Context: an optimization exercise on an open-source flow, tuned for small area. The choices shown serve that exercise and are no tape-out recipe.
Function was not checked in any run shown here: the RTL went through the layout flow alone.
Power is estimated from default activity; no workload was simulated.

### design/flow/config.mk
export PLATFORM = sky130hd
export DESIGN_NAME = midi_synth_top
export DESIGN_NICKNAME = midi_synth_top
export VERILOG_FILES = /design/flow/design.v
export SDC_FILE = /design/flow/constraint.sdc
export NUM_CORES = 4
export LEC_CHECK = 0
export ABC_AREA = 1
export CAP_MARGIN = 20
export CORE_MARGIN = 2
export CORE_UTILIZATION = 65
export CTS_BUF_LIST = sky130_fd_sc_hd__clkbuf_4
export CTS_CLUSTER_SIZE = 20
export SLEW_MARGIN = 20
### design/flow/constraint.sdc
create_clock -name core_clock -period 12.0 [get_ports {clk}]
set_input_delay 2.4000 -clock core_clock [delete_from_list [all_inputs] [get_ports {clk}]]
set_output_delay 2.4000 -clock core_clock [all_outputs]
set_load 0.01 [all_outputs]
### design/flow/design.v
package midi_synth_pkg;
    localparam logic [1:0] ENV_OFF     = 2'd0;
    localparam logic [1:0] ENV_ATTACK  = 2'd1;
    localparam logic [1:0] ENV_HOLD    = 2'd2;
    localparam logic [1:0] ENV_RELEASE = 2'd3;
    localparam logic [6:0] NOTE_MIN = 7'd29;
    localparam logic [6:0] NOTE_MAX = 7'd91;
    localparam logic [7:0] SUS_MIN = 8'd64;
    localparam logic [7:0] MIN_GAIN = 8'd0;
    localparam logic [7:0] MAX_GAIN = 8'd128;
    localparam logic [6:0] SUSTAIN_CC = 7'd64;
endpackage
import midi_synth_pkg::*;
module midi_byte_parser (
    input  logic       clk,
    input  logic       reset,
    input  logic [7:0] midi_byte,
    input  logic       midi_valid,
    output logic       note_event,    
    output logic [5:0] ev_idx,        
    output logic       ev_on,         
    output logic       pedal          
);
    logic [1:0] st;
    logic [1:0] st_new;
    logic       have_first;
    logic [6:0] first_byte;
    logic       data_byte;
    logic       pair_done;
    logic [6:0] idx7;
    logic       playable;
    logic       pedal_ev1, pedal_ev2, pedal_val;
    assign data_byte = midi_valid && !midi_byte[7] && (st != 2'd0);
    assign pair_done = data_byte && have_first;
    always_comb begin
        case (midi_byte)
            8'h80:   st_new = 2'd1;
            8'h90:   st_new = 2'd2;
            8'hB0:   st_new = 2'd3;
            default: st_new = 2'd0;
        endcase
    end
    always_comb begin
        logic c;
        c = 1'b0;
        for (int i = 0; i < 7; i++) begin
            idx7[i] = first_byte[i] ^ 1'(7'd100 >> i) ^ c;
            c = (first_byte[i] & 1'(7'd100 >> i)) | (c & (first_byte[i] ^ 1'(7'd100 >> i)));
        end
    end
    assign playable = !idx7[6] && (idx7[5:0] != 6'd0);
    always_ff @(posedge clk) begin
        if (reset) begin
            st         <= 2'd0;
            have_first <= 1'b0;
            note_event <= 1'b0;
            pedal_ev1  <= 1'b0;
            pedal_ev2  <= 1'b0;
            pedal      <= 1'b0;
        end else begin
            note_event <= pair_done && (st != 2'd3) && playable;
            pedal_ev1  <= pair_done && (st == 2'd3) && (first_byte == SUSTAIN_CC);
            pedal_ev2  <= pedal_ev1;
            if (pedal_ev2) pedal <= pedal_val;
            if (midi_valid && midi_byte[7] && (midi_byte[6:3] != 4'hF)) begin
                st         <= st_new;
                have_first <= 1'b0;
            end else if (data_byte) begin
                have_first <= !have_first;
            end
        end
    end
    always_ff @(posedge clk) begin
        if (data_byte && !have_first) first_byte <= midi_byte[6:0];
        if (pair_done) begin
            ev_idx    <= idx7[5:0];
            ev_on     <= (st == 2'd2) && (midi_byte[6:0] != 7'd0);
            pedal_val <= midi_byte[6];
        end
    end
endmodule
module voice_allocator #(
    parameter int NUM_VOICES = 4
) (
    input  logic                       clk,
    input  logic                       reset,
    input  logic                       note_event,
    input  logic [5:0]                 ev_idx,
    input  logic                       ev_on,
    input  logic [NUM_VOICES-1:0]      voice_on,
    input  logic [NUM_VOICES-1:0][5:0] voice_note,
    output logic [NUM_VOICES-1:0]      update_voice
);
    logic [NUM_VOICES-1:0] target;
    logic                  found;
    always_comb begin
        target = '0;
        found  = 1'b0;
        for (int v = 0; v < NUM_VOICES; v++) begin
            if (!found && !voice_on[v] && !update_voice[v]) begin
                target[v] = ev_on;
                found     = 1'b1;
            end
        end
        for (int v = 0; v < NUM_VOICES; v++) begin
            if (!ev_on && voice_on[v] && (voice_note[v] == ev_idx)) target[v] = 1'b1;
        end
        if (!note_event) target = '0;
    end
    always_ff @(posedge clk) begin
        if (reset) update_voice <= '0;
        else       update_voice <= target;
    end
endmodule
import midi_synth_pkg::*;
module harmonic_dynamics #(
    parameter int ATTACK_TIME  = 75,
    parameter int SUSTAIN_TIME = 1400,
    parameter int REL_TIME     = 150
) (
    input  logic        clk,
    input  logic        reset,
    input  logic        key_down,        
    input  logic        key_up,          
    input  logic [5:0]  ev_idx,
    input  logic        generate_next,   
    input  logic        pedal,
    input  logic [15:0] sustain_n,       
    input  logic        zero_crossing,   
    output logic        voice_on,
    output logic [5:0]  note,
    output logic [7:0]  gain
);
    logic [1:0]  state;
    logic [15:0] count;
    logic [15:0] count_inc;
    logic        reach_sus;
    logic        due;
    logic        step;
    logic        up;
    logic [7:0]  gain_step;
    function automatic logic ge_const(input logic [15:0] x, input logic [15:0] k);
        logic g;
        g = 1'b1;
        for (int i = 0; i < 16; i++) g = k[i] ? (x[i] & g) : (x[i] | g);
        ge_const = g;
    endfunction
    assign voice_on = (state != ENV_OFF);
    always_comb begin
        logic c, g;
        c = 1'b1;
        g = 1'b1;
        for (int i = 0; i < 16; i++) begin
            count_inc[i] = count[i] ^ c;
            c = count[i] & c;
            g = (count[i] & sustain_n[i]) | (g & (count[i] | sustain_n[i]));
        end
        reach_sus = g;
    end
    always_comb begin
        case (state)
            ENV_ATTACK:  due = ge_const(count, 16'(ATTACK_TIME));
            ENV_HOLD:    due = reach_sus;
            default:     due = pedal ? reach_sus : ge_const(count, 16'(REL_TIME));
        endcase
    end
    assign step = !generate_next && due && zero_crossing;
    assign up = (state == ENV_ATTACK);
    always_comb begin
        logic t;
        t = 1'b1;
        for (int i = 0; i < 8; i++) begin
            gain_step[i] = gain[i] ^ t;
            t = t & (gain[i] ~^ up);
        end
    end
    always_ff @(posedge clk) begin
        if (reset) begin
            state <= ENV_OFF;
            gain  <= MIN_GAIN;
        end else begin
            case (state)
                ENV_OFF: begin
                    if (key_down) state <= ENV_ATTACK;
                end
                ENV_ATTACK: begin
                    if (step) begin
                        if (gain == MAX_GAIN) state <= ENV_HOLD;
                        else                  gain  <= gain_step;
                    end
                end
                ENV_HOLD: begin
                    if (key_up) state <= ENV_RELEASE;
                    else if (step && gain != MIN_GAIN) gain <= gain_step;
                end
                default: begin
                    if (gain == MIN_GAIN) state <= ENV_OFF;
                    else if (step)        gain  <= gain_step;
                end
            endcase
        end
    end
    always_ff @(posedge clk) begin
        if (state == ENV_OFF || (state == ENV_HOLD && key_up)) begin
            count <= '0;
        end else if (generate_next) begin
            count <= count_inc;
        end else if (step) begin
            count <= '0;
        end
        if (state == ENV_OFF) note <= key_down ? ev_idx : 6'd0;
    end
endmodule
import midi_synth_pkg::*;
module voice_oscillator #(
    parameter int NUM_VOICES = 4
) (
    input  logic                       clk,
    input  logic                       started,      
    input  logic                       tick,         
    input  logic                       wpass,        
    input  logic [1:0]                 slot,         
    input  logic [NUM_VOICES-1:0][5:0] voice_note,
    output logic [15:0]                head_phase,   
    output logic [NUM_VOICES-1:0]      zero_crossing
);
    function automatic [14:0] semitone_inc(input logic [3:0] semitone);
        case (semitone)
            4'd0:    semitone_inc = 15'd15257;
            4'd1:    semitone_inc = 15'd16164;
            4'd2:    semitone_inc = 15'd17125;
            4'd3:    semitone_inc = 15'd18143;
            4'd4:    semitone_inc = 15'd19222;
            4'd5:    semitone_inc = 15'd20365;
            4'd6:    semitone_inc = 15'd21576;
            4'd7:    semitone_inc = 15'd22859;
            4'd8:    semitone_inc = 15'd24218;
            4'd9:    semitone_inc = 15'd25658;
            4'd10:   semitone_inc = 15'd27184;
            default: semitone_inc = 15'd28800;
        endcase
    endfunction
    function automatic [19:0] note_inc(input logic [5:0] idx);
        logic [3:0]  semi;
        logic [5:0]  oct;      
        logic [14:0] t;
        semi = 4'd0;
        oct  = 6'd0;
        for (int i = 1; i < 64; i++) begin
            if (idx == 6'(i)) begin
                semi = 4'((i - 1) % 12);
                oct  = 6'(1 << ((i - 1) / 12));
            end
        end
        t = semitone_inc(semi);
        note_inc = '0;
        for (int k = 0; k < 6; k++) note_inc = note_inc | ({20{oct[k]}} & (20'(t) << k));
    endfunction
    logic [3:0][24:0] ring;     
    logic [5:0]       n1, n2, n3;     
    logic [5:0]       note;
    logic [19:0]      inc;
    logic [23:0]      sum;
    logic             carry_next;
    always_ff @(posedge clk) begin
        n3 <= voice_note[3];
        n2 <= tick ? voice_note[2] : n3;
        n1 <= tick ? voice_note[1] : n2;
    end
    assign note = (slot == 2'd0) ? voice_note[0] : n1;
    assign inc  = wpass ? note_inc(note) : 20'd0;
    always_comb begin
        logic c, k;
        c = 1'b0;
        k = 1'b0;
        for (int i = 0; i < 24; i++) begin
            if (i < 20) begin
                sum[i] = ring[0][i] ^ inc[i] ^ c;
                c = (ring[0][i] & inc[i]) | (c & (ring[0][i] ^ inc[i]));
                k = (sum[i] & inc[i]) | (k & (sum[i] ^ inc[i]));
            end else begin
                sum[i] = ring[0][i] ^ c;
                c = ring[0][i] & c;
                if (i < 23) k = k & sum[i];
            end
        end
        carry_next = k;
    end
    always_ff @(posedge clk) begin
        ring[2:0] <= ring[3:1];
        if (!started || (wpass && note == 6'd0)) ring[3][23:0] <= '0;
        else                                     ring[3][23:0] <= sum;
        if (!started)   ring[3][24] <= 1'b0;
        else if (wpass) ring[3][24] <= (note != 6'd0) && carry_next;
        else            ring[3][24] <= ring[0][24];
    end
    for (genvar v = 0; v < NUM_VOICES; v++) begin : g_zc
        always_ff @(posedge clk) begin
            if (tick) zero_crossing[v] <= ring[v][24];
        end
    end
    assign head_phase = ring[0][23:8];
endmodule
module voice_mixer #(
    parameter int NUM_VOICES    = 4,
    parameter int SAMPLE_DIVIDE = 1024
) (
    input  logic                        clk,
    input  logic                        reset,
    input  logic [15:0]                 head_phase,
    input  logic [NUM_VOICES-1:0][7:0]  voice_gain,
    output logic                        started,
    output logic                        tick,
    output logic                        wpass,
    output logic [1:0]                  slot,
    output logic signed [15:0]          mix_sample,
    output logic                        mix_valid
);
    localparam int DIV_W = $clog2(SAMPLE_DIVIDE);
    logic [DIV_W-1:0] div_count;
    logic [DIV_W-1:0] div_inc;
    logic [7:0]       ga, gb;        
    logic [7:0]       g;
    logic [17:0]      acc;
    logic [17:0]      a;
    logic [17:0]      nxt;
    always_comb begin
        logic c;
        c = 1'b1;
        for (int i = 0; i < DIV_W; i++) begin
            div_inc[i] = div_count[i] ^ c;
            c = div_count[i] & c;
        end
    end
    always_ff @(posedge clk) begin
        if (reset) begin
            div_count <= '0;
            started   <= 1'b0;
        end else begin
            if (div_count == DIV_W'(SAMPLE_DIVIDE - 1)) begin
                div_count <= '0;
                started   <= 1'b1;
            end else begin
                div_count <= div_inc;
            end
        end
    end
    assign tick  = started && (div_count == '0);
    assign wpass = started && (div_count[DIV_W-1:2] == '0);
    assign slot  = div_count[1:0];
    always_ff @(posedge clk) begin
        gb <= voice_gain[3];
        ga <= (slot == 2'd1) ? voice_gain[2] : gb;
    end
    assign g = (slot == 2'd0) ? voice_gain[0] : (slot == 2'd1) ? voice_gain[1] : ga;
    assign a = (slot == 2'd0) ? 18'd177152 : acc;
    mixer_mac mac_i (.u(head_phase), .g, .a, .nxt);
    always_ff @(posedge clk) begin
        if (slot == 2'd3 && nxt[17] && !(nxt[16] && nxt[15]))      acc <= 18'h38000;
        else if (slot == 2'd3 && !nxt[17] && (nxt[16] || nxt[15])) acc <= 18'h07fff;
        else                                                        acc <= nxt;
    end
    always_ff @(posedge clk) begin
        if (reset) mix_valid <= 1'b0;
        else       mix_valid <= wpass && (slot == 2'd3);
    end
    assign mix_sample = acc[15:0];
endmodule
module mixer_mac (
    input  logic [15:0] u,
    input  logic [7:0]  g,
    input  logic [17:0] a,
    output logic [17:0] nxt
);
    logic bn0, b1_0, b2_0;
    assign bn0 = g[1] & ~(g[0] & 1'b0);
    assign b1_0 = g[0] ^ 1'b0;
    assign b2_0 = (g[1] & ~g[0] & ~1'b0) | (~g[1] & g[0] & 1'b0);
    logic bn1, b1_1, b2_1;
    assign bn1 = g[3] & ~(g[2] & g[1]);
    assign b1_1 = g[2] ^ g[1];
    assign b2_1 = (g[3] & ~g[2] & ~g[1]) | (~g[3] & g[2] & g[1]);
    logic bn2, b1_2, b2_2;
    assign bn2 = g[5] & ~(g[4] & g[3]);
    assign b1_2 = g[4] ^ g[3];
    assign b2_2 = (g[5] & ~g[4] & ~g[3]) | (~g[5] & g[4] & g[3]);
    logic bn3, b1_3, b2_3;
    assign bn3 = 1'b0;
    assign b1_3 = g[6] ^ g[5];
    assign b2_3 = (g[6] & g[5]) | g[7];
    logic mac_1;
    logic mac_2;
    assign mac_1 = (((b1_0 & u[7]) | (b2_0 & u[6])) ^ bn0) ^ (((b1_1 & u[5]) | (b2_1 & u[4])) ^ bn1);
    assign mac_2 = (((b1_0 & u[7]) | (b2_0 & u[6])) ^ bn0) & (((b1_1 & u[5]) | (b2_1 & u[4])) ^ bn1);
    logic mac_3;
    logic mac_4;
    assign mac_3 = (((b1_0 & u[8]) | (b2_0 & u[7])) ^ bn0) ^ (((b1_1 & u[6]) | (b2_1 & u[5])) ^ bn1) ^ (((b1_2 & u[4]) | (b2_2 & u[3])) ^ bn2);
    assign mac_4 = ((((b1_0 & u[8]) | (b2_0 & u[7])) ^ bn0) & (((b1_1 & u[6]) | (b2_1 & u[5])) ^ bn1)) | ((((b1_0 & u[8]) | (b2_0 & u[7])) ^ bn0) & (((b1_2 & u[4]) | (b2_2 & u[3])) ^ bn2)) | ((((b1_1 & u[6]) | (b2_1 & u[5])) ^ bn1) & (((b1_2 & u[4]) | (b2_2 & u[3])) ^ bn2));
    logic mac_5;
    logic mac_6;
    assign mac_5 = (((b1_0 & u[9]) | (b2_0 & u[8])) ^ bn0) ^ (((b1_1 & u[7]) | (b2_1 & u[6])) ^ bn1) ^ (((b1_2 & u[5]) | (b2_2 & u[4])) ^ bn2);
    assign mac_6 = ((((b1_0 & u[9]) | (b2_0 & u[8])) ^ bn0) & (((b1_1 & u[7]) | (b2_1 & u[6])) ^ bn1)) | ((((b1_0 & u[9]) | (b2_0 & u[8])) ^ bn0) & (((b1_2 & u[5]) | (b2_2 & u[4])) ^ bn2)) | ((((b1_1 & u[7]) | (b2_1 & u[6])) ^ bn1) & (((b1_2 & u[5]) | (b2_2 & u[4])) ^ bn2));
    logic mac_7;
    logic mac_8;
    assign mac_7 = (((b1_0 & u[10]) | (b2_0 & u[9])) ^ bn0) ^ (((b1_1 & u[8]) | (b2_1 & u[7])) ^ bn1) ^ (((b1_2 & u[6]) | (b2_2 & u[5])) ^ bn2);
    assign mac_8 = ((((b1_0 & u[10]) | (b2_0 & u[9])) ^ bn0) & (((b1_1 & u[8]) | (b2_1 & u[7])) ^ bn1)) | ((((b1_0 & u[10]) | (b2_0 & u[9])) ^ bn0) & (((b1_2 & u[6]) | (b2_2 & u[5])) ^ bn2)) | ((((b1_1 & u[8]) | (b2_1 & u[7])) ^ bn1) & (((b1_2 & u[6]) | (b2_2 & u[5])) ^ bn2));
    logic mac_9;
    logic mac_10;
    assign mac_9 = (((b1_0 & u[11]) | (b2_0 & u[10])) ^ bn0) ^ (((b1_1 & u[9]) | (b2_1 & u[8])) ^ bn1) ^ (((b1_2 & u[7]) | (b2_2 & u[6])) ^ bn2);
    assign mac_10 = ((((b1_0 & u[11]) | (b2_0 & u[10])) ^ bn0) & (((b1_1 & u[9]) | (b2_1 & u[8])) ^ bn1)) | ((((b1_0 & u[11]) | (b2_0 & u[10])) ^ bn0) & (((b1_2 & u[7]) | (b2_2 & u[6])) ^ bn2)) | ((((b1_1 & u[9]) | (b2_1 & u[8])) ^ bn1) & (((b1_2 & u[7]) | (b2_2 & u[6])) ^ bn2));
    logic mac_11;
    logic mac_12;
    assign mac_11 = (((b1_0 & u[12]) | (b2_0 & u[11])) ^ bn0) ^ (((b1_1 & u[10]) | (b2_1 & u[9])) ^ bn1) ^ (((b1_2 & u[8]) | (b2_2 & u[7])) ^ bn2);
    assign mac_12 = ((((b1_0 & u[12]) | (b2_0 & u[11])) ^ bn0) & (((b1_1 & u[10]) | (b2_1 & u[9])) ^ bn1)) | ((((b1_0 & u[12]) | (b2_0 & u[11])) ^ bn0) & (((b1_2 & u[8]) | (b2_2 & u[7])) ^ bn2)) | ((((b1_1 & u[10]) | (b2_1 & u[9])) ^ bn1) & (((b1_2 & u[8]) | (b2_2 & u[7])) ^ bn2));
    logic mac_13;
    logic mac_14;
    assign mac_13 = (((b1_0 & u[13]) | (b2_0 & u[12])) ^ bn0) ^ (((b1_1 & u[11]) | (b2_1 & u[10])) ^ bn1) ^ (((b1_2 & u[9]) | (b2_2 & u[8])) ^ bn2);
    assign mac_14 = ((((b1_0 & u[13]) | (b2_0 & u[12])) ^ bn0) & (((b1_1 & u[11]) | (b2_1 & u[10])) ^ bn1)) | ((((b1_0 & u[13]) | (b2_0 & u[12])) ^ bn0) & (((b1_2 & u[9]) | (b2_2 & u[8])) ^ bn2)) | ((((b1_1 & u[11]) | (b2_1 & u[10])) ^ bn1) & (((b1_2 & u[9]) | (b2_2 & u[8])) ^ bn2));
    logic mac_15;
    logic mac_16;
    assign mac_15 = (((b1_0 & u[14]) | (b2_0 & u[13])) ^ bn0) ^ (((b1_1 & u[12]) | (b2_1 & u[11])) ^ bn1) ^ (((b1_2 & u[10]) | (b2_2 & u[9])) ^ bn2);
    assign mac_16 = ((((b1_0 & u[14]) | (b2_0 & u[13])) ^ bn0) & (((b1_1 & u[12]) | (b2_1 & u[11])) ^ bn1)) | ((((b1_0 & u[14]) | (b2_0 & u[13])) ^ bn0) & (((b1_2 & u[10]) | (b2_2 & u[9])) ^ bn2)) | ((((b1_1 & u[12]) | (b2_1 & u[11])) ^ bn1) & (((b1_2 & u[10]) | (b2_2 & u[9])) ^ bn2));
    logic mac_17;
    logic mac_18;
    assign mac_17 = (((b1_0 & u[15]) | (b2_0 & u[14])) ^ bn0) ^ (((b1_1 & u[13]) | (b2_1 & u[12])) ^ bn1) ^ (((b1_2 & u[11]) | (b2_2 & u[10])) ^ bn2);
    assign mac_18 = ((((b1_0 & u[15]) | (b2_0 & u[14])) ^ bn0) & (((b1_1 & u[13]) | (b2_1 & u[12])) ^ bn1)) | ((((b1_0 & u[15]) | (b2_0 & u[14])) ^ bn0) & (((b1_2 & u[11]) | (b2_2 & u[10])) ^ bn2)) | ((((b1_1 & u[13]) | (b2_1 & u[12])) ^ bn1) & (((b1_2 & u[11]) | (b2_2 & u[10])) ^ bn2));
    logic mac_19;
    logic mac_20;
    assign mac_19 = ((b1_3 & u[9]) | (b2_3 & u[8])) ^ a[8];
    assign mac_20 = ((b1_3 & u[9]) | (b2_3 & u[8])) & a[8];
    logic mac_21;
    logic mac_22;
    assign mac_21 = (((b2_0 & u[15])) ^ bn0) ^ (((b1_1 & u[14]) | (b2_1 & u[13])) ^ bn1) ^ (((b1_2 & u[12]) | (b2_2 & u[11])) ^ bn2);
    assign mac_22 = ((((b2_0 & u[15])) ^ bn0) & (((b1_1 & u[14]) | (b2_1 & u[13])) ^ bn1)) | ((((b2_0 & u[15])) ^ bn0) & (((b1_2 & u[12]) | (b2_2 & u[11])) ^ bn2)) | ((((b1_1 & u[14]) | (b2_1 & u[13])) ^ bn1) & (((b1_2 & u[12]) | (b2_2 & u[11])) ^ bn2));
    logic mac_23;
    logic mac_24;
    assign mac_23 = ((b1_3 & u[10]) | (b2_3 & u[9])) ^ a[9] ^ (~g[1]);
    assign mac_24 = (((b1_3 & u[10]) | (b2_3 & u[9])) & a[9]) | (((b1_3 & u[10]) | (b2_3 & u[9])) & (~g[1])) | (a[9] & (~g[1]));
    logic mac_25;
    logic mac_26;
    assign mac_25 = ~bn0 ^ (((b1_1 & u[15]) | (b2_1 & u[14])) ^ bn1) ^ (((b1_2 & u[13]) | (b2_2 & u[12])) ^ bn2);
    assign mac_26 = (~bn0 & (((b1_1 & u[15]) | (b2_1 & u[14])) ^ bn1)) | (~bn0 & (((b1_2 & u[13]) | (b2_2 & u[12])) ^ bn2)) | ((((b1_1 & u[15]) | (b2_1 & u[14])) ^ bn1) & (((b1_2 & u[13]) | (b2_2 & u[12])) ^ bn2));
    logic mac_27;
    logic mac_28;
    assign mac_27 = ((b1_3 & u[11]) | (b2_3 & u[10])) ^ a[10] ^ (~g[2]);
    assign mac_28 = (((b1_3 & u[11]) | (b2_3 & u[10])) & a[10]) | (((b1_3 & u[11]) | (b2_3 & u[10])) & (~g[2])) | (a[10] & (~g[2]));
    logic mac_29;
    logic mac_30;
    assign mac_29 = (((b2_1 & u[15])) ^ bn1) ^ (((b1_2 & u[14]) | (b2_2 & u[13])) ^ bn2) ^ ((b1_3 & u[12]) | (b2_3 & u[11]));
    assign mac_30 = ((((b2_1 & u[15])) ^ bn1) & (((b1_2 & u[14]) | (b2_2 & u[13])) ^ bn2)) | ((((b2_1 & u[15])) ^ bn1) & ((b1_3 & u[12]) | (b2_3 & u[11]))) | ((((b1_2 & u[14]) | (b2_2 & u[13])) ^ bn2) & ((b1_3 & u[12]) | (b2_3 & u[11])));
    logic mac_31;
    logic mac_32;
    assign mac_31 = a[11] ^ (~g[3]);
    assign mac_32 = a[11] & (~g[3]);
    logic mac_33;
    logic mac_34;
    assign mac_33 = ~bn1 ^ (((b1_2 & u[15]) | (b2_2 & u[14])) ^ bn2) ^ ((b1_3 & u[13]) | (b2_3 & u[12]));
    assign mac_34 = (~bn1 & (((b1_2 & u[15]) | (b2_2 & u[14])) ^ bn2)) | (~bn1 & ((b1_3 & u[13]) | (b2_3 & u[12]))) | ((((b1_2 & u[15]) | (b2_2 & u[14])) ^ bn2) & ((b1_3 & u[13]) | (b2_3 & u[12])));
    logic mac_35;
    logic mac_36;
    assign mac_35 = a[12] ^ (~g[4]);
    assign mac_36 = a[12] & (~g[4]);
    logic mac_37;
    logic mac_38;
    assign mac_37 = (((b2_2 & u[15])) ^ bn2) ^ ((b1_3 & u[14]) | (b2_3 & u[13])) ^ a[13];
    assign mac_38 = ((((b2_2 & u[15])) ^ bn2) & ((b1_3 & u[14]) | (b2_3 & u[13]))) | ((((b2_2 & u[15])) ^ bn2) & a[13]) | (((b1_3 & u[14]) | (b2_3 & u[13])) & a[13]);
    logic mac_39;
    logic mac_40;
    assign mac_39 = ~bn2 ^ ((b1_3 & u[15]) | (b2_3 & u[14]));
    assign mac_40 = ~bn2 & ((b1_3 & u[15]) | (b2_3 & u[14]));
    logic mac_41;
    logic mac_42;
    assign mac_41 = (((b1_0 & u[4]) | (b2_0 & u[3])) ^ bn0) ^ (((b1_1 & u[2]) | (b2_1 & u[1])) ^ bn1);
    assign mac_42 = (((b1_0 & u[4]) | (b2_0 & u[3])) ^ bn0) & (((b1_1 & u[2]) | (b2_1 & u[1])) ^ bn1);
    logic mac_43;
    logic mac_44;
    assign mac_43 = (((b1_0 & u[5]) | (b2_0 & u[4])) ^ bn0) ^ (((b1_1 & u[3]) | (b2_1 & u[2])) ^ bn1);
    assign mac_44 = (((b1_0 & u[5]) | (b2_0 & u[4])) ^ bn0) & (((b1_1 & u[3]) | (b2_1 & u[2])) ^ bn1);
    logic mac_45;
    logic mac_46;
    assign mac_45 = (((b1_0 & u[6]) | (b2_0 & u[5])) ^ bn0) ^ (((b1_1 & u[4]) | (b2_1 & u[3])) ^ bn1) ^ (((b1_2 & u[2]) | (b2_2 & u[1])) ^ bn2);
    assign mac_46 = ((((b1_0 & u[6]) | (b2_0 & u[5])) ^ bn0) & (((b1_1 & u[4]) | (b2_1 & u[3])) ^ bn1)) | ((((b1_0 & u[6]) | (b2_0 & u[5])) ^ bn0) & (((b1_2 & u[2]) | (b2_2 & u[1])) ^ bn2)) | ((((b1_1 & u[4]) | (b2_1 & u[3])) ^ bn1) & (((b1_2 & u[2]) | (b2_2 & u[1])) ^ bn2));
    logic mac_47;
    logic mac_48;
    assign mac_47 = mac_1 ^ (((b1_2 & u[3]) | (b2_2 & u[2])) ^ bn2) ^ ((b1_3 & u[1]) | (b2_3 & u[0]));
    assign mac_48 = (mac_1 & (((b1_2 & u[3]) | (b2_2 & u[2])) ^ bn2)) | (mac_1 & ((b1_3 & u[1]) | (b2_3 & u[0]))) | ((((b1_2 & u[3]) | (b2_2 & u[2])) ^ bn2) & ((b1_3 & u[1]) | (b2_3 & u[0])));
    logic mac_49;
    logic mac_50;
    assign mac_49 = mac_2 ^ mac_3 ^ ((b1_3 & u[2]) | (b2_3 & u[1]));
    assign mac_50 = (mac_2 & mac_3) | (mac_2 & ((b1_3 & u[2]) | (b2_3 & u[1]))) | (mac_3 & ((b1_3 & u[2]) | (b2_3 & u[1])));
    logic mac_51;
    logic mac_52;
    assign mac_51 = mac_4 ^ mac_5 ^ ((b1_3 & u[3]) | (b2_3 & u[2]));
    assign mac_52 = (mac_4 & mac_5) | (mac_4 & ((b1_3 & u[3]) | (b2_3 & u[2]))) | (mac_5 & ((b1_3 & u[3]) | (b2_3 & u[2])));
    logic mac_53;
    logic mac_54;
    assign mac_53 = mac_6 ^ mac_7 ^ ((b1_3 & u[4]) | (b2_3 & u[3]));
    assign mac_54 = (mac_6 & mac_7) | (mac_6 & ((b1_3 & u[4]) | (b2_3 & u[3]))) | (mac_7 & ((b1_3 & u[4]) | (b2_3 & u[3])));
    logic mac_55;
    logic mac_56;
    assign mac_55 = mac_8 ^ mac_9 ^ ((b1_3 & u[5]) | (b2_3 & u[4]));
    assign mac_56 = (mac_8 & mac_9) | (mac_8 & ((b1_3 & u[5]) | (b2_3 & u[4]))) | (mac_9 & ((b1_3 & u[5]) | (b2_3 & u[4])));
    logic mac_57;
    logic mac_58;
    assign mac_57 = mac_10 ^ mac_11 ^ ((b1_3 & u[6]) | (b2_3 & u[5]));
    assign mac_58 = (mac_10 & mac_11) | (mac_10 & ((b1_3 & u[6]) | (b2_3 & u[5]))) | (mac_11 & ((b1_3 & u[6]) | (b2_3 & u[5])));
    logic mac_59;
    logic mac_60;
    assign mac_59 = mac_12 ^ mac_13 ^ ((b1_3 & u[7]) | (b2_3 & u[6]));
    assign mac_60 = (mac_12 & mac_13) | (mac_12 & ((b1_3 & u[7]) | (b2_3 & u[6]))) | (mac_13 & ((b1_3 & u[7]) | (b2_3 & u[6])));
    logic mac_61;
    logic mac_62;
    assign mac_61 = mac_14 ^ mac_15 ^ ((b1_3 & u[8]) | (b2_3 & u[7]));
    assign mac_62 = (mac_14 & mac_15) | (mac_14 & ((b1_3 & u[8]) | (b2_3 & u[7]))) | (mac_15 & ((b1_3 & u[8]) | (b2_3 & u[7])));
    logic mac_63;
    logic mac_64;
    assign mac_63 = mac_16 ^ mac_17 ^ mac_19;
    assign mac_64 = (mac_16 & mac_17) | (mac_16 & mac_19) | (mac_17 & mac_19);
    logic mac_65;
    logic mac_66;
    assign mac_65 = mac_18 ^ mac_20 ^ mac_21;
    assign mac_66 = (mac_18 & mac_20) | (mac_18 & mac_21) | (mac_20 & mac_21);
    logic mac_67;
    logic mac_68;
    assign mac_67 = mac_22 ^ mac_24 ^ mac_25;
    assign mac_68 = (mac_22 & mac_24) | (mac_22 & mac_25) | (mac_24 & mac_25);
    logic mac_69;
    logic mac_70;
    assign mac_69 = mac_26 ^ mac_28 ^ mac_29;
    assign mac_70 = (mac_26 & mac_28) | (mac_26 & mac_29) | (mac_28 & mac_29);
    logic mac_71;
    logic mac_72;
    assign mac_71 = mac_30 ^ mac_32 ^ mac_33;
    assign mac_72 = (mac_30 & mac_32) | (mac_30 & mac_33) | (mac_32 & mac_33);
    logic mac_73;
    logic mac_74;
    assign mac_73 = mac_34 ^ mac_36 ^ mac_37;
    assign mac_74 = (mac_34 & mac_36) | (mac_34 & mac_37) | (mac_36 & mac_37);
    logic mac_75;
    logic mac_76;
    assign mac_75 = mac_38 ^ mac_39 ^ a[14];
    assign mac_76 = (mac_38 & mac_39) | (mac_38 & a[14]) | (mac_39 & a[14]);
    logic mac_77;
    logic mac_78;
    assign mac_77 = mac_40 ^ ((b2_3 & u[15])) ^ a[15];
    assign mac_78 = (mac_40 & ((b2_3 & u[15]))) | (mac_40 & a[15]) | (((b2_3 & u[15])) & a[15]);
    logic mac_79;
    logic mac_80;
    assign mac_79 = (((b1_0 & u[2]) | (b2_0 & u[1])) ^ bn0) ^ (((b1_1 & u[0])) ^ bn1);
    assign mac_80 = (((b1_0 & u[2]) | (b2_0 & u[1])) ^ bn0) & (((b1_1 & u[0])) ^ bn1);
    logic mac_81;
    logic mac_82;
    assign mac_81 = (((b1_0 & u[3]) | (b2_0 & u[2])) ^ bn0) ^ (((b1_1 & u[1]) | (b2_1 & u[0])) ^ bn1);
    assign mac_82 = (((b1_0 & u[3]) | (b2_0 & u[2])) ^ bn0) & (((b1_1 & u[1]) | (b2_1 & u[0])) ^ bn1);
    logic mac_83;
    logic mac_84;
    assign mac_83 = mac_41 ^ (((b1_2 & u[0])) ^ bn2) ^ bn2;
    assign mac_84 = (mac_41 & (((b1_2 & u[0])) ^ bn2)) | (mac_41 & bn2) | ((((b1_2 & u[0])) ^ bn2) & bn2);
    logic mac_85;
    logic mac_86;
    assign mac_85 = mac_42 ^ mac_43 ^ (((b1_2 & u[1]) | (b2_2 & u[0])) ^ bn2);
    assign mac_86 = (mac_42 & mac_43) | (mac_42 & (((b1_2 & u[1]) | (b2_2 & u[0])) ^ bn2)) | (mac_43 & (((b1_2 & u[1]) | (b2_2 & u[0])) ^ bn2));
    logic mac_87;
    logic mac_88;
    assign mac_87 = mac_44 ^ mac_45 ^ ((b1_3 & u[0]));
    assign mac_88 = (mac_44 & mac_45) | (mac_44 & ((b1_3 & u[0]))) | (mac_45 & ((b1_3 & u[0])));
    logic mac_89;
    logic mac_90;
    assign mac_89 = mac_46 ^ mac_47 ^ a[0];
    assign mac_90 = (mac_46 & mac_47) | (mac_46 & a[0]) | (mac_47 & a[0]);
    logic mac_91;
    logic mac_92;
    assign mac_91 = mac_48 ^ mac_49 ^ a[1];
    assign mac_92 = (mac_48 & mac_49) | (mac_48 & a[1]) | (mac_49 & a[1]);
    logic mac_93;
    logic mac_94;
    assign mac_93 = mac_50 ^ mac_51 ^ a[2];
    assign mac_94 = (mac_50 & mac_51) | (mac_50 & a[2]) | (mac_51 & a[2]);
    logic mac_95;
    logic mac_96;
    assign mac_95 = mac_52 ^ mac_53 ^ a[3];
    assign mac_96 = (mac_52 & mac_53) | (mac_52 & a[3]) | (mac_53 & a[3]);
    logic mac_97;
    logic mac_98;
    assign mac_97 = mac_54 ^ mac_55 ^ a[4];
    assign mac_98 = (mac_54 & mac_55) | (mac_54 & a[4]) | (mac_55 & a[4]);
    logic mac_99;
    logic mac_100;
    assign mac_99 = mac_56 ^ mac_57 ^ a[5];
    assign mac_100 = (mac_56 & mac_57) | (mac_56 & a[5]) | (mac_57 & a[5]);
    logic mac_101;
    logic mac_102;
    assign mac_101 = mac_58 ^ mac_59 ^ a[6];
    assign mac_102 = (mac_58 & mac_59) | (mac_58 & a[6]) | (mac_59 & a[6]);
    logic mac_103;
    logic mac_104;
    assign mac_103 = mac_60 ^ mac_61 ^ a[7];
    assign mac_104 = (mac_60 & mac_61) | (mac_60 & a[7]) | (mac_61 & a[7]);
    logic mac_105;
    logic mac_106;
    assign mac_105 = mac_62 ^ mac_63 ^ (~g[0]);
    assign mac_106 = (mac_62 & mac_63) | (mac_62 & (~g[0])) | (mac_63 & (~g[0]));
    logic mac_107;
    logic mac_108;
    assign mac_107 = mac_64 ^ mac_65 ^ mac_23;
    assign mac_108 = (mac_64 & mac_65) | (mac_64 & mac_23) | (mac_65 & mac_23);
    logic mac_109;
    logic mac_110;
    assign mac_109 = mac_66 ^ mac_67 ^ mac_27;
    assign mac_110 = (mac_66 & mac_67) | (mac_66 & mac_27) | (mac_67 & mac_27);
    logic mac_111;
    logic mac_112;
    assign mac_111 = mac_68 ^ mac_69 ^ mac_31;
    assign mac_112 = (mac_68 & mac_69) | (mac_68 & mac_31) | (mac_69 & mac_31);
    logic mac_113;
    logic mac_114;
    assign mac_113 = mac_70 ^ mac_71 ^ mac_35;
    assign mac_114 = (mac_70 & mac_71) | (mac_70 & mac_35) | (mac_71 & mac_35);
    logic mac_115;
    logic mac_116;
    assign mac_115 = mac_72 ^ mac_73 ^ (~g[5]);
    assign mac_116 = (mac_72 & mac_73) | (mac_72 & (~g[5])) | (mac_73 & (~g[5]));
    logic mac_117;
    logic mac_118;
    assign mac_117 = mac_74 ^ mac_75 ^ (~g[6]);
    assign mac_118 = (mac_74 & mac_75) | (mac_74 & (~g[6])) | (mac_75 & (~g[6]));
    logic mac_119;
    logic mac_120;
    assign mac_119 = mac_76 ^ mac_77 ^ (~g[7]);
    assign mac_120 = (mac_76 & mac_77) | (mac_76 & (~g[7])) | (mac_77 & (~g[7]));
    logic mac_121;
    logic mac_122;
    assign mac_121 = mac_78 ^ a[16];
    assign mac_122 = mac_78 & a[16];
    logic mac_123;
    logic mac_124;
    assign mac_123 = (((b1_0 & u[0])) ^ bn0) ^ bn0;
    assign mac_124 = (((b1_0 & u[0])) ^ bn0) & bn0;
    logic mac_125;
    logic mac_126;
    assign mac_125 = (((b1_0 & u[1]) | (b2_0 & u[0])) ^ bn0) ^ mac_124;
    assign mac_126 = (((b1_0 & u[1]) | (b2_0 & u[0])) ^ bn0) & mac_124;
    logic mac_127;
    logic mac_128;
    assign mac_127 = mac_79 ^ bn1 ^ mac_126;
    assign mac_128 = (mac_79 & bn1) | (mac_79 & mac_126) | (bn1 & mac_126);
    logic mac_129;
    logic mac_130;
    assign mac_129 = mac_80 ^ mac_81 ^ mac_128;
    assign mac_130 = (mac_80 & mac_81) | (mac_80 & mac_128) | (mac_81 & mac_128);
    logic mac_131;
    logic mac_132;
    assign mac_131 = mac_82 ^ mac_83 ^ mac_130;
    assign mac_132 = (mac_82 & mac_83) | (mac_82 & mac_130) | (mac_83 & mac_130);
    logic mac_133;
    logic mac_134;
    assign mac_133 = mac_84 ^ mac_85 ^ mac_132;
    assign mac_134 = (mac_84 & mac_85) | (mac_84 & mac_132) | (mac_85 & mac_132);
    logic mac_135;
    logic mac_136;
    assign mac_135 = mac_86 ^ mac_87 ^ mac_134;
    assign mac_136 = (mac_86 & mac_87) | (mac_86 & mac_134) | (mac_87 & mac_134);
    logic mac_137;
    logic mac_138;
    assign mac_137 = mac_88 ^ mac_89 ^ mac_136;
    assign mac_138 = (mac_88 & mac_89) | (mac_88 & mac_136) | (mac_89 & mac_136);
    logic mac_139;
    logic mac_140;
    assign mac_139 = mac_90 ^ mac_91 ^ mac_138;
    assign mac_140 = (mac_90 & mac_91) | (mac_90 & mac_138) | (mac_91 & mac_138);
    logic mac_141;
    logic mac_142;
    assign mac_141 = mac_92 ^ mac_93 ^ mac_140;
    assign mac_142 = (mac_92 & mac_93) | (mac_92 & mac_140) | (mac_93 & mac_140);
    logic mac_143;
    logic mac_144;
    assign mac_143 = mac_94 ^ mac_95 ^ mac_142;
    assign mac_144 = (mac_94 & mac_95) | (mac_94 & mac_142) | (mac_95 & mac_142);
    logic mac_145;
    logic mac_146;
    assign mac_145 = mac_96 ^ mac_97 ^ mac_144;
    assign mac_146 = (mac_96 & mac_97) | (mac_96 & mac_144) | (mac_97 & mac_144);
    logic mac_147;
    logic mac_148;
    assign mac_147 = mac_98 ^ mac_99 ^ mac_146;
    assign mac_148 = (mac_98 & mac_99) | (mac_98 & mac_146) | (mac_99 & mac_146);
    logic mac_149;
    logic mac_150;
    assign mac_149 = mac_100 ^ mac_101 ^ mac_148;
    assign mac_150 = (mac_100 & mac_101) | (mac_100 & mac_148) | (mac_101 & mac_148);
    logic mac_151;
    logic mac_152;
    assign mac_151 = mac_102 ^ mac_103 ^ mac_150;
    assign mac_152 = (mac_102 & mac_103) | (mac_102 & mac_150) | (mac_103 & mac_150);
    logic mac_153;
    logic mac_154;
    assign mac_153 = mac_104 ^ mac_105 ^ mac_152;
    assign mac_154 = (mac_104 & mac_105) | (mac_104 & mac_152) | (mac_105 & mac_152);
    logic mac_155;
    logic mac_156;
    assign mac_155 = mac_106 ^ mac_107 ^ mac_154;
    assign mac_156 = (mac_106 & mac_107) | (mac_106 & mac_154) | (mac_107 & mac_154);
    logic mac_157;
    logic mac_158;
    assign mac_157 = mac_108 ^ mac_109 ^ mac_156;
    assign mac_158 = (mac_108 & mac_109) | (mac_108 & mac_156) | (mac_109 & mac_156);
    logic mac_159;
    logic mac_160;
    assign mac_159 = mac_110 ^ mac_111 ^ mac_158;
    assign mac_160 = (mac_110 & mac_111) | (mac_110 & mac_158) | (mac_111 & mac_158);
    logic mac_161;
    logic mac_162;
    assign mac_161 = mac_112 ^ mac_113 ^ mac_160;
    assign mac_162 = (mac_112 & mac_113) | (mac_112 & mac_160) | (mac_113 & mac_160);
    logic mac_163;
    logic mac_164;
    assign mac_163 = mac_114 ^ mac_115 ^ mac_162;
    assign mac_164 = (mac_114 & mac_115) | (mac_114 & mac_162) | (mac_115 & mac_162);
    logic mac_165;
    logic mac_166;
    assign mac_165 = mac_116 ^ mac_117 ^ mac_164;
    assign mac_166 = (mac_116 & mac_117) | (mac_116 & mac_164) | (mac_117 & mac_164);
    logic mac_167;
    logic mac_168;
    assign mac_167 = mac_118 ^ mac_119 ^ mac_166;
    assign mac_168 = (mac_118 & mac_119) | (mac_118 & mac_166) | (mac_119 & mac_166);
    logic mac_169;
    logic mac_170;
    assign mac_169 = mac_120 ^ mac_121 ^ mac_168;
    assign mac_170 = (mac_120 & mac_121) | (mac_120 & mac_168) | (mac_121 & mac_168);
    logic mac_171;
    logic mac_172;
    assign mac_171 = mac_122 ^ a[17] ^ mac_170;
    assign mac_172 = (mac_122 & a[17]) | (mac_122 & mac_170) | (a[17] & mac_170);
    assign nxt = {mac_171, mac_169, mac_167, mac_165, mac_163, mac_161, mac_159, mac_157, mac_155, mac_153, mac_151, mac_149, mac_147, mac_145, mac_143, mac_141, mac_139, mac_137};
endmodule
import midi_synth_pkg::*;
module midi_synth_top #(
    parameter int NUM_VOICES    = 4,
    parameter int ATTACK_TIME   = 4,
    parameter int SUSTAIN_TIME  = 40,
    parameter int REL_TIME      = 8,
    parameter int SAMPLE_DIVIDE = 16
) (
    input  logic                        clk,
    input  logic                        reset,
    input  logic [7:0]                  midi_byte,
    input  logic                        midi_valid,
    input  logic [15:0]                 sustain_inc,
    output logic signed [15:0]          mix_sample,
    output logic                        mix_valid,
    output logic [NUM_VOICES-1:0]       voice_on,
    output logic [NUM_VOICES-1:0][7:0]  voice_gain
);
    logic                       note_event;
    logic [5:0]                 ev_idx;
    logic                       ev_on;
    logic                       pedal;
    logic [NUM_VOICES-1:0]      update_voice;
    logic [NUM_VOICES-1:0][5:0] voice_note;
    logic [NUM_VOICES-1:0]      zero_crossing;
    logic [15:0]                sustain_n;
    logic [15:0]                head_phase;
    logic                       started, tick, wpass;
    logic [1:0]                 slot;
    always_comb begin
        logic c;
        c = 1'b0;
        for (int i = 0; i < 16; i++) begin
            sustain_n[i] = ~(sustain_inc[i] ^ 1'(SUSTAIN_TIME >> i) ^ c);
            c = (sustain_inc[i] & 1'(SUSTAIN_TIME >> i)) | (c & (sustain_inc[i] ^ 1'(SUSTAIN_TIME >> i)));
        end
    end
    midi_byte_parser parser_i (
        .clk, .reset, .midi_byte, .midi_valid, .note_event, .ev_idx, .ev_on, .pedal
    );
    voice_allocator #(.NUM_VOICES(NUM_VOICES)) allocator_i (
        .clk, .reset, .note_event, .ev_idx, .ev_on, .voice_on, .voice_note, .update_voice
    );
    for (genvar v = 0; v < NUM_VOICES; v++) begin : g_voice
        harmonic_dynamics #(
            .ATTACK_TIME(ATTACK_TIME), .SUSTAIN_TIME(SUSTAIN_TIME), .REL_TIME(REL_TIME)
        ) envelope_i (
            .clk, .reset,
            .key_down(update_voice[v] && ev_on), .key_up(update_voice[v] && !ev_on),
            .ev_idx, .generate_next(tick), .pedal, .sustain_n,
            .zero_crossing(zero_crossing[v]),
            .voice_on(voice_on[v]), .note(voice_note[v]), .gain(voice_gain[v])
        );
    end
    voice_oscillator #(.NUM_VOICES(NUM_VOICES)) osc_i (
        .clk, .started, .tick, .wpass, .slot, .voice_note, .head_phase, .zero_crossing
    );
    voice_mixer #(.NUM_VOICES(NUM_VOICES), .SAMPLE_DIVIDE(SAMPLE_DIVIDE)) mixer_i (
        .clk, .reset, .head_phase, .voice_gain, .started, .tick, .wpass, .slot,
        .mix_sample, .mix_valid
    );
endmodule
### design/flow/run.sh
#!/bin/bash
# synth_recipe.tcl (not shown) runs the flow's synth.tcl, then flattens the netlist and writes it again
# the make line also repeats each setting of config.mk as NAME=value (left out here)
make -C /OpenROAD-flow-scripts/flow DESIGN_CONFIG=/design/flow/config.mk WORK_HOME=/design/flow/orfs CLKGATE_MAP_FILE= SYNTH_SCRIPT=/design/flow/synth_recipe.tcl finish
==> results_dict.tcl, run 1 <==
set metrics [dict create \
    pwr-share-seq_pct 32.0 \
    start_util_pct 66.47 \
    slew_violations 0 \
    vdd_drop_max_v 0.0001373 \
    synth.distinct_cells 62 \
    crit_type "reg2reg" \
    crit_path_frequent_cell "fa_1" \
    rsz0062_at_grt "true" \
    drt_iter0_drc 1198 \
    ctsRootBufferMaster "clkbuf_4" \
    io_pins 80 \
    grt_max_degree 77 \
    synth.net_count 2637 \
    routed_via_density 5.676 \
    cp.arrival_ns 12.22 \
    wirelength_mm 47.68 \
    stdcell_count 2968 \
    tns_ns 0 \
    synth_top_area_share_pct 28.41 \
    synth_top_area_cell "dfxtp_1" \
    tightest_slew_ns 1.101 \
    grt.total_usage_pct 31.01 \
    worstReg2RegStart "mixer_i.div_count[1]" \
    clockPowerShare_pct 26.7 \
    power.density_nw_per_um2 167.0 \
    internal_power_mw 2.209 \
    gp_congestion 0.9394 \
    fp.coreArea_sq_um 28940 \
    fin_ws_ns 0.3972 \
    place_area_sq_um 20490 \
    p_leak_nw 9.666 \
    finalSetupViolations 0 \
    synth_area_leaders "dfxtp_1 (28%), nand2_1 (9.6%), fa_1 (9.0%), ha_1 (8.6%), edfxtp_1 (6.7%)" \
    post-route-drc-count 0 \
    synth_seq_area_share_pct 35.13 \
    layout.core_utilization_pct 74.88 \
    worst-path-max-fanout 9 \
    cap_viol_max_count 0 \
    fillers 2167 \
    fin_nets 2766 \
    layout_common_cells "nand2_1 (487), inv_1 (339), dfxtp_1 (273), nor2_1 (188), a21oi_1 (167)" \
    syn_area_per_cell_sq_um 8.041 \
    final_cell_area_sq_um 21670 \
    critical_path_required_ns 12.62 \
    fin_crit_ns 11.60 \
    grt_pass1_vias 16650 \
    synthFlopType "dfxtp_1" \
    fp.dieH_microns 176.0 \
    startpoint_type "register" \
    fin_crit_sh_pct 96.69 \
    hp-class "reg2reg" \
    crit_slowest_cell "fa_1" \
    dp.cells 2821 \
    skew_ns 0.05280 \
    hold_viol_final 0 \
    first_pass_iters 6 \
    path_buf_inv 9 \
    synth_edf_count 43 \
    power_mw 3.619 \
    num_rows 62 \
    drive_above_1_share_pct 10.99 \
    cts_tree "done" \
    grt_pass1_wl_mm 78.23 \
    async_reset_ff_share_pct 0 \
    area_delta_synth_final_pct 12.65 \
    crit_path_max_incr_delay_ns 0.42 \
    max_slew_margin_pct 26.62 \
    overflow 0 \
    power_switching_share_pct 38.95 \
    fmax_ghz 0.08619 \
    die_w_microns 176.0 \
    critPathTopFamily "adder cells" \
    clkTransAtPathRegs_ns 0.07 \
    clock_sinks 316 \
    vias 16850 \
    layout_commonest_cell "nand2_1" \
    yosys_warnings 6 \
    hold_start "osc_i.ring[33]" \
    cts_made_buffers 81 \
    drtAntennaViolNets 0 \
    io_buffers 79 \
    dpl.hpwl_mm 34.97 \
    syn_area_sq_um 19230 \
    place_ws_ns -0.1186 \
    p_sw_mw 1.409 \
    fin_hold_ws_ns 0.3104 \
    clk_path_buf_depth 3 \
    htree_num_levels 3 \
    cts_hold_buf 0 \
    timing.critical_path.from "mixer_i.div_count[1]" \
    status "complete, no violations" \
    wl_per_cell_microns 16.07 \
    antenna_found_initial 1 \
    p_comb_share_pct 41.3 \
    dieArea_sq_um 30980 \
    clk_latency_ns 0.74 \
    endpoint_kind "register" \
    netlist_instances 2392 \
    synth-seq-cells 316 \
]
power groups by stage:
stage / Combinational (mW) / Sequential (mW) / Clock, mW
global placement: 1.44 / 1.18 / 0
global route: 1.69 / 1.16 / 1.04
finish: 1.49 / 1.16 / 0.965
CTS: 1.48 / 1.16 / 0.987
detailed placement: 1.47 / 1.18 / 0
floorplan: 1.10 / 1.17 / 0
worst reg2reg max path: cells and delay by family (launching register included):
kind | cells | cell delay (ns)
compound gates | 5 | 0.55
fa+ha+maj | 25 | 8.16
simple gates | 19 | 1.69
flops | 1 | 0.34
buf+inv | 9 | 0.73
logic make-up after synthesis:
family / Yosys count / synth area share (%)
and+or+nand+nor: 861 / 19.05
buffers and inverters: 458 / 9.439
DFF: 316 / 35.13
adders and majority gates: 221 / 17.69
AOI/OAI and AO/OA: 421 / 13.45
xor gates and xnor gates: 115 / 5.236
what timing repair did:
| action | 4_1_cts | 5_1_grt |
|---|---|---|
| gates resized for setup | 5 | 23 |
| setup buffers | 0 | 1 |
| endpoints found under the setup margin | 1 | 23 |
| pin swaps | 0 | 6 |
synthesized netlist by cell type, types with 43 or more instances:
master / count
a21oi_1: 168
nand2_1: 490
ha_1: 132
o22ai_1: 74
clkbuf_1: 52
o21ai_0: 47
fa_1: 86
inv_1: 339
dfxtp_1: 273
xor2_1: 83
nor2_1: 192
edfxtp_1: 43
nand3_1: 53
sequential cells by signal, indices dropped and copies added (netlist names), 6 cells and up:
register,flops
g_voice.envelope_i.note,24
parser_i.first_byte,7
mixer_i.acc,18
g_voice.envelope_i.gain,32
mixer_i.gb,8
osc_i.n1,6
mixer_i.ga,8
parser_i.ev_idx,6
osc_i.n2,6
osc_i.ring,100
osc_i.n3,6
g_voice.envelope_i.count,64
g_voice.envelope_i.state,8
metal layers:
layer | routed length (microns) | part of all wire, % | up-vias | global-route usage (%)
li1 | - | - | 8148 | -
met1 | 19270 | 40 | 7897 | 37.33
met2 | 23850 | 50 | 656 | 54.84
met3 | 2807 | 5.9 | 145 | 4.759
met4 | 1758 | 3.7 | 0 | 13.84
met5 | 0 | 0 | - | 0
final timing paths:
path / endpoint / slack [ns] / cells past startpoint
max: osc_i.ring[99] / 0.40 / 58
min: osc_i.ring[8] / 0.31 / 0
max reg2reg: osc_i.ring[99] / 0.40 / 58
min reg2reg: osc_i.ring[8] / 0.31 / 0
final cells by class:
type,count,area [sq um],share of cell area (%)
clock inverter,23,156.4,0.7218
antenna,1,2.502,0.01155
inverter,375,1414,6.525
clock buffer,122,915.9,4.227
sequential,316,6756,31.18
timing repair buffer,129,1170,5.399
multi-input combinational,1618,10770,49.71
tap,384,480.5,2.217
==> run 2: changes to the inputs <==
--- a/design/flow/config.mk
+++ b/design/flow/config.mk
@@ -6,5 +6,4 @@
 export NUM_CORES = 4
 export LEC_CHECK = 0
-export ABC_AREA = 1
 export CAP_MARGIN = 20
 export CORE_MARGIN = 2
==> results_dict.tcl, run 2 <==
set metrics [dict create \
    largest_reg_flops 100 \
    tns_ns 0 \
    cp.arrival_ns 12.15 \
    vias 16290 \
    regArea_sq_um 6756 \
    start_util_pct 66.13 \
    layout_commonest_cell "dfxtp_1" \
    num_rows 63 \
    synth_top_family_by_area "adder cells" \
    io_pins 80 \
    synth.distinct_cells 93 \
    crit_path_frequent_cell "fa_1" \
    synth.most_common_cell "dfxtp_1" \
    synth-xor-area-share_pct 4.558 \
    crit_slowest_cell "fa_1" \
    synth.mux.area_fraction_pct 2.783 \
    fmax_ghz 0.08697 \
    area_delta_synth_final_pct 11.67 \
    tightest_slew_ns 1.216 \
    synth_area_leaders "dfxtp_1 (28%), fa_1 (8.8%), ha_1 (8.4%), edfxtp_1 (6.6%), nand2_1 (3.6%)" \
    drt_iter0_drc 1208 \
    endpoint_kind "register" \
    netlist_instances 2144 \
    grt.total_usage_pct 31.49 \
    max_slew_margin_pct 18.37 \
    clkTransAtPathRegs_ns 0.07 \
    dp.cells 2535 \
    final_cell_area_sq_um 21890 \
    htree_num_levels 3 \
    synth_seq_area_share_pct 34.47 \
    clock_sinks 316 \
    synthTopCellsByCount "dfxtp_1 (273), nand2_1 (190), inv_1 (160), nor2_1 (143), ha_1 (132)" \
    finalSetupViolations 0 \
    fp.coreArea_sq_um 29640 \
    overflow 0 \
    gp_congestion 0.9224 \
    clk_path_buf_depth 3 \
    cts_tree "done" \
    skew_ns 0.07000 \
    grt_pass1_wl_mm 79.45 \
    crit_path_max_incr_delay_ns 0.51 \
    crit_type "reg2reg" \
    cts_made_buffers 83 \
    stdcell_count 2678 \
    fin_crit_sh_pct 95.82 \
    io_buffers 79 \
    syn_area_sq_um 19600 \
    top_regs "osc_i.ring x100, g_voice.envelope_i.count x64, g_voice.envelope_i.gain x32" \
    fin_crit_ns 11.50 \
    syn_area_per_cell_sq_um 9.141 \
    layout_common_cells "dfxtp_1 (273), nand2_1 (187), inv_1 (159), nor2_1 (138), ha_1 (131)" \
    antenna_found_initial 3 \
    startpoint_type "register" \
    post-route-drc-count 0 \
    place_area_sq_um 20710 \
    synth_edf_count 43 \
    synth_compound_area_share_pct 16.52 \
    slew_violations 0 \
    drtAntennaViolNets 0 \
    dpl.hpwl_mm 36.38 \
    worst-path-max-fanout 12 \
    multi_input_area_sq_um 11690 \
    status "complete, no violations" \
    wl_per_cell_microns 18.24 \
    die_w_microns 177.6 \
    r2r_slack_ns 0.50 \
    fillers 2230 \
    layout.core_utilization_pct 73.84 \
    regMostFlops "osc_i.ring" \
    first_pass_iters 8 \
    grt_pass1_vias 16250 \
    synth_top_area_share_pct 27.89 \
    yosys_warnings 6 \
    routed_via_density 6.081 \
    ctsRootBufferMaster "clkbuf_4" \
    fp.dieH_microns 177.6 \
    async_reset_ff_share_pct 0 \
    synthFlopType "dfxtp_1" \
    hp-class "reg2reg" \
    wirelength_mm 48.84 \
    p_leak_nw 9.420 \
    hold_viol_final 0 \
    synth.net_count 2389 \
    grt_max_degree 74 \
    drive_above_1_share_pct 12.69 \
    synth-seq-cells 316 \
    synth_top_area_cell "dfxtp_1" \
    power.density_nw_per_um2 155.9 \
    synth_simple_gate_area_share_pct 17.27 \
    fin_nets 2478 \
    cap_viol_max_count 0 \
    vdd_drop_max_v 0.0001099 \
    synthAdderAreaFrac_pct 17.72 \
    clk_latency_ns 0.77 \
    dieArea_sq_um 31560 \
    critical_path_required_ns 12.65 \
]
[run 2: cell count changes after synthesis, moves of 35 or more]
cell,previous run,this run
xor2_1,83,45
mux2i_1,0,35
a22oi_1,19,68
inv_1,339,160
a21oi_1,168,100
o22ai_1,74,22
nor2_1,192,143
clkbuf_1,52,93
nand2_1,490,190
nor2b_1,0,41
[run 2: logic make-up after synthesis]
kind of cell / count (synthesis)
AO/OA/AOI/OAI: 458
XOR/XNOR: 102
adder cells (fa/ha/maj): 228
buffers and inverters: 311
flip-flops: 316
multiplexers: 52
AND/OR/NAND/NOR: 677
[run 2: power by group]
| part | total [mW] | switching, mW | internal, mW | leakage [nW] |
|---|---|---|---|---|
| Clock | 0.920 | 0.437 | 0.483 | 0.614 |
| Sequential | 1.19 | 0.0480 | 1.15 | 2.67 |
| Combinational | 1.30 | 0.762 | 0.536 | 6.14 |
[run 2: final timing paths]
check / start / end / cells past startpoint
worst min register to register: osc_i.ring[31] / osc_i.ring[6] / 0
worst max-delay path: mixer_i.div_count[1] / osc_i.ring[99] / 41
worst min-delay path: osc_i.ring[31] / osc_i.ring[6] / 0
worst max register to register: mixer_i.div_count[1] / osc_i.ring[99] / 41
[run 2: per-layer routing]
metal | global-route usage [%] | wire length (microns)
met5 | 0 | 8
met4 | 14.31 | 1841
met3 | 5.720 | 2754
met2 | 55.83 | 24710
met1 | 36.94 | 19520
[run 2: final cells by class]
cell class	count	area share, %
antenna	2	0.02287
clock inverter	16	0.4345
multi-input combinational	1517	53.40
sequential	316	30.87
tap	390	2.230
timing repair buffer	149	5.991
inverter	166	2.870
clock buffer	122	4.185
[run 2: critical path: cells and delay by family, from the launching register on]
family,cells,cell delay (ns)
AO/OA/AOI/OAI,6,0.97
adder cells (fa/ha/maj),22,7.80
buffers and inverters,6,0.73
flip-flops,1,0.32
AND/OR/NAND/NOR,7,1.56
[run 2: per-stage QoR]
stage | hold slack [ns] | setup slack [ns] | power [mW]
finish | 0.2857 | 0.5013 | 3.412
global route | 0.2994 | -0.003323 | 3.603
CTS | 0.2829 | 0.01707 | 3.377
detailed placement | 0.3121 | -0.2337 | 2.442
global placement | 0.3101 | 0.1176 | 2.437
floorplan | 0.3096 | 0.1884 | 2.068
[run 2: what timing repair did]
item                                   4_1_cts  5_1_grt
setup endpoints to repair                    1       16
setup buffers                                0        3
gates resized for setup                     12       24
endpoints found under the hold margin        0        0
hold buffers                                 0        0
pin swaps                                    2        9
==> run 3: changes to the inputs <==
--- a/design/flow/config.mk
+++ b/design/flow/config.mk
@@ -9,5 +9,6 @@
 export CORE_MARGIN = 2
 export CORE_UTILIZATION = 65
-export CTS_BUF_LIST = sky130_fd_sc_hd__clkbuf_4
-export CTS_CLUSTER_SIZE = 20
+export CTS_BUF_LIST = sky130_fd_sc_hd__clkbuf_16
+export CTS_CLUSTER_DIAMETER = 100
+export CTS_CLUSTER_SIZE = 30
 export SLEW_MARGIN = 20
==> results_dict.tcl, run 3 <==
set metrics [dict create \
    cts_tree "done" \
    regMostFlops "osc_i.ring" \
    stdcell_count 2565 \
    clock_sinks 316 \
    dpl.hpwl_mm 36.38 \
    grt.total_usage_pct 30.73 \
    cts_made_buffers 15 \
    first_pass_iters 8 \
    io_buffers 79 \
    yosys_warnings 6 \
    p_leak_nw 9.049 \
    synthTopCellsByCount "dfxtp_1 (273), nand2_1 (190), inv_1 (160), nor2_1 (143), ha_1 (132)" \
    synthFlopType "dfxtp_1" \
    hold_start "osc_i.ring[76]" \
    synth_seq_area_share_pct 34.47 \
    dieArea_sq_um 31560 \
    skew_ns 0.03786 \
    fin_crit_ns 11.61 \
    routed_via_density 6.191 \
    power.density_nw_per_um2 144.4 \
    drt_iter0_drc 1409 \
    fmax_ghz 0.08612 \
    min_path_cells 0 \
    r2r_slack_ns 0.39 \
    hp-class "reg2reg" \
    crit_path_frequent_cell "fa_1" \
    synth.net_count 2389 \
    fillers 2264 \
    dp.cells 2535 \
    finalSetupViolations 0 \
    critical_path_required_ns 12.40 \
    whs_endpoint "osc_i.ring[51]" \
    drive_above_1_share_pct 8.322 \
    crit_slowest_cell "fa_1" \
    grt_pass1_wl_mm 78.52 \
    crit-reg2reg-capture "osc_i.ring[99]" \
    synth_top_area_cell "dfxtp_1" \
    status "complete, no violations" \
    fin_ws_ns 0.3878 \
    crit_path_max_incr_delay_ns 0.51 \
    drtAntennaViolNets 0 \
    fin_hold_ws_ns 0.3374 \
    max_slew_margin_pct 16.81 \
    hold_viol_final 0 \
    synth_area_leaders "dfxtp_1 (28%), fa_1 (8.8%), ha_1 (8.4%), edfxtp_1 (6.6%), nand2_1 (3.6%)" \
    die_w_microns 177.6 \
    antenna_cells 0 \
    synth-seq-cells 316 \
    fp.dieH_microns 177.6 \
    cts_hold_buf 0 \
    syn_area_sq_um 19600 \
    slew_violations 0 \
    fin_crit_sh_pct 96.77 \
    largest_reg_flops 100 \
    startpoint_type "register" \
    synth_top_area_share_pct 27.89 \
    overflow 0 \
    antenna_found_initial 0 \
    area_delta_synth_final_pct 8.784 \
    htree_num_levels 1 \
    regArea_sq_um 6758 \
    async_reset_ff_share_pct 0 \
    gp_congestion 0.9224 \
    worstReg2RegStart "mixer_i.div_count[1]" \
    ctsRootBufferMaster "clkbuf_16" \
    power_mw 3.079 \
    vias 15880 \
    tightest_slew_ns 1.239 \
    synth.distinct_cells 93 \
    clk_path_buf_depth 3 \
    multi_input_area_sq_um 11670 \
    crit_type "reg2reg" \
    synth_edf_count 43 \
    netlist_instances 2144 \
    place_ws_ns -0.2337 \
    tns_ns 0 \
    reg2regPathDepth 41 \
    syn_area_per_cell_sq_um 9.141 \
    wl_per_cell_microns 18.79 \
    synth.most_common_cell "dfxtp_1" \
    clk_latency_ns 0.53 \
    io_pins 80 \
    worst-path-max-fanout 12 \
    vdd_drop_max_v 0.0001082 \
    num_rows 63 \
    start_util_pct 66.13 \
    cap_viol_max_count 0 \
    wirelength_mm 48.20 \
    endpoint_kind "register" \
    fin_nets 2412 \
    fp.coreArea_sq_um 29640 \
    cp.arrival_ns 12.01 \
    grt_max_degree 74 \
    layout_commonest_cell "dfxtp_1" \
    post-route-drc-count 0 \
    clkTransAtPathRegs_ns 0.11 \
    top_regs "osc_i.ring x100, g_voice.envelope_i.count x64, g_voice.envelope_i.gain x32" \
    layout_common_cells "dfxtp_1 (272), nand2_1 (187), inv_1 (164), nor2_1 (139), ha_1 (131)" \
    grt_pass1_vias 15640 \
]
==> run 3: logic make-up after synthesis <==
logic type / count (synthesis) / share of synthesized area [%]
and+or+nand+nor: 677 / 17.27
AOI/OAI and AO/OA: 458 / 16.52
DFF: 316 / 34.47
buffers and inverters: 311 / 6.678
adders and majority gates: 228 / 17.72
xor gates and xnor gates: 102 / 4.558
muxes: 52 / 2.783
==> run 3: layer usage <==
| layer | share of wire (%) | vias to the layer above | GRT usage [%] | routed length [microns] |
|---|---|---|---|---|
| met5 | 0 | - | 0 | 0 |
| met4 | 3.2 | 0 | 9.665 | 1548 |
| met3 | 4.7 | 107 | 3.106 | 2249 |
| met2 | 51 | 512 | 56.30 | 24740 |
| met1 | 41 | 7712 | 37.82 | 19660 |
| li1 | - | 7549 | - | - |
==> run 3: layout make-up <==
class                           count  area share [%]
Clock buffer                       15           1.761
Clock inverter                     10          0.3580
Inverter                          166           2.946
Multi-Input combinational cell   1517           54.73
Sequential cell                   316           31.70
Tap cell                          390           2.289
Timing Repair Buffer              151           6.221
==> run 3: what timing repair did <==
action,in CTS,in global routing
hold endpoints to repair,0,0
pin swaps,1,8
buffers inserted,1,4
setup endpoints to repair,1,16
gates resized for setup,13,19
gates cloned,0,0
==> run 3: worst max path at each step <==
stage                      to  cells past startpoint  slack (ns)                 start
2_1_floorplan  osc_i.ring[99]                     43        0.19  mixer_i.div_count[0]
5_1_grt        osc_i.ring[99]                     42       -0.02  mixer_i.div_count[1]
4_1_cts        osc_i.ring[99]                     42        0.03  mixer_i.div_count[1]
3_5_place_dp   osc_i.ring[99]                     41       -0.23  mixer_i.div_count[1]
3_3_place_gp   osc_i.ring[99]                     41        0.12  mixer_i.div_count[1]
6_report       osc_i.ring[99]                     41        0.39  mixer_i.div_count[1]
==> run 3: where the power goes <==
part | leakage [nW] | switching [mW] | internal [mW] | total, mW
clock | 0.239 | 0.352 | 0.242 | 0.594
combinational | 6.14 | 0.760 | 0.533 | 1.29
sequential | 2.67 | 0.0475 | 1.15 | 1.19
==> run 3: per-stage QoR <==
step                area, sq um  utilization, %
floorplan                 19600               -
global placement          20710           69.87
detailed placement        20710           69.87
CTS                       21220           71.58
global route              21320           71.94
finish                    21320           71.94
==> run 3: critical path: cells and delay by family, from the launching register on <==
| kind | cells | cell delay (ns) |
|---|---|---|
| adder cells (fa/ha/maj) | 22 | 7.87 |
| buffers and inverters | 6 | 0.73 |
| AO/OA/AOI/OAI | 6 | 0.96 |
| AND/OR/NAND/NOR | 7 | 1.59 |
| flip-flops | 1 | 0.33 |

afterwards: timing with drivers on the ports:
Ports are ideal in the flow. The routed layouts listed here were re-timed in OpenROAD.
Step 1 (the two cells are an assumption about what drives the block):
set clk [get_ports {clk}]
set_driving_cell -lib_cell sky130_fd_sc_hd__clkbuf_16 $clk
set_driving_cell -lib_cell sky130_fd_sc_hd__buf_2 [delete_from_list [all_inputs] $clk]
Step 2, shift: input delay + t, output delay - t, t = (earliest + latest rising clock arrival at the registers) / 2. This alone moves slack from input paths to output paths.
Slacks: ideal ports / drivers / drivers and shift; pairs: ideal ports / drivers.
run | t (ns) | setup slack, ns | worst register clock-pin slew, ns | worst data-port slew with drivers (ns)
run 1 | 0.759 | 0.397 / 0.397 / 0.397 | 0.08 / 0.08 | 0.04
run 2 | 0.788 | 0.501 / 0.501 / 0.501 | 0.07 / 0.07 | 0.04
run 3 | 0.566 | 0.388 / 0.388 / 0.388 | 0.11 / 0.11 | 0.04
After both steps setup and hold are still met in every run listed.
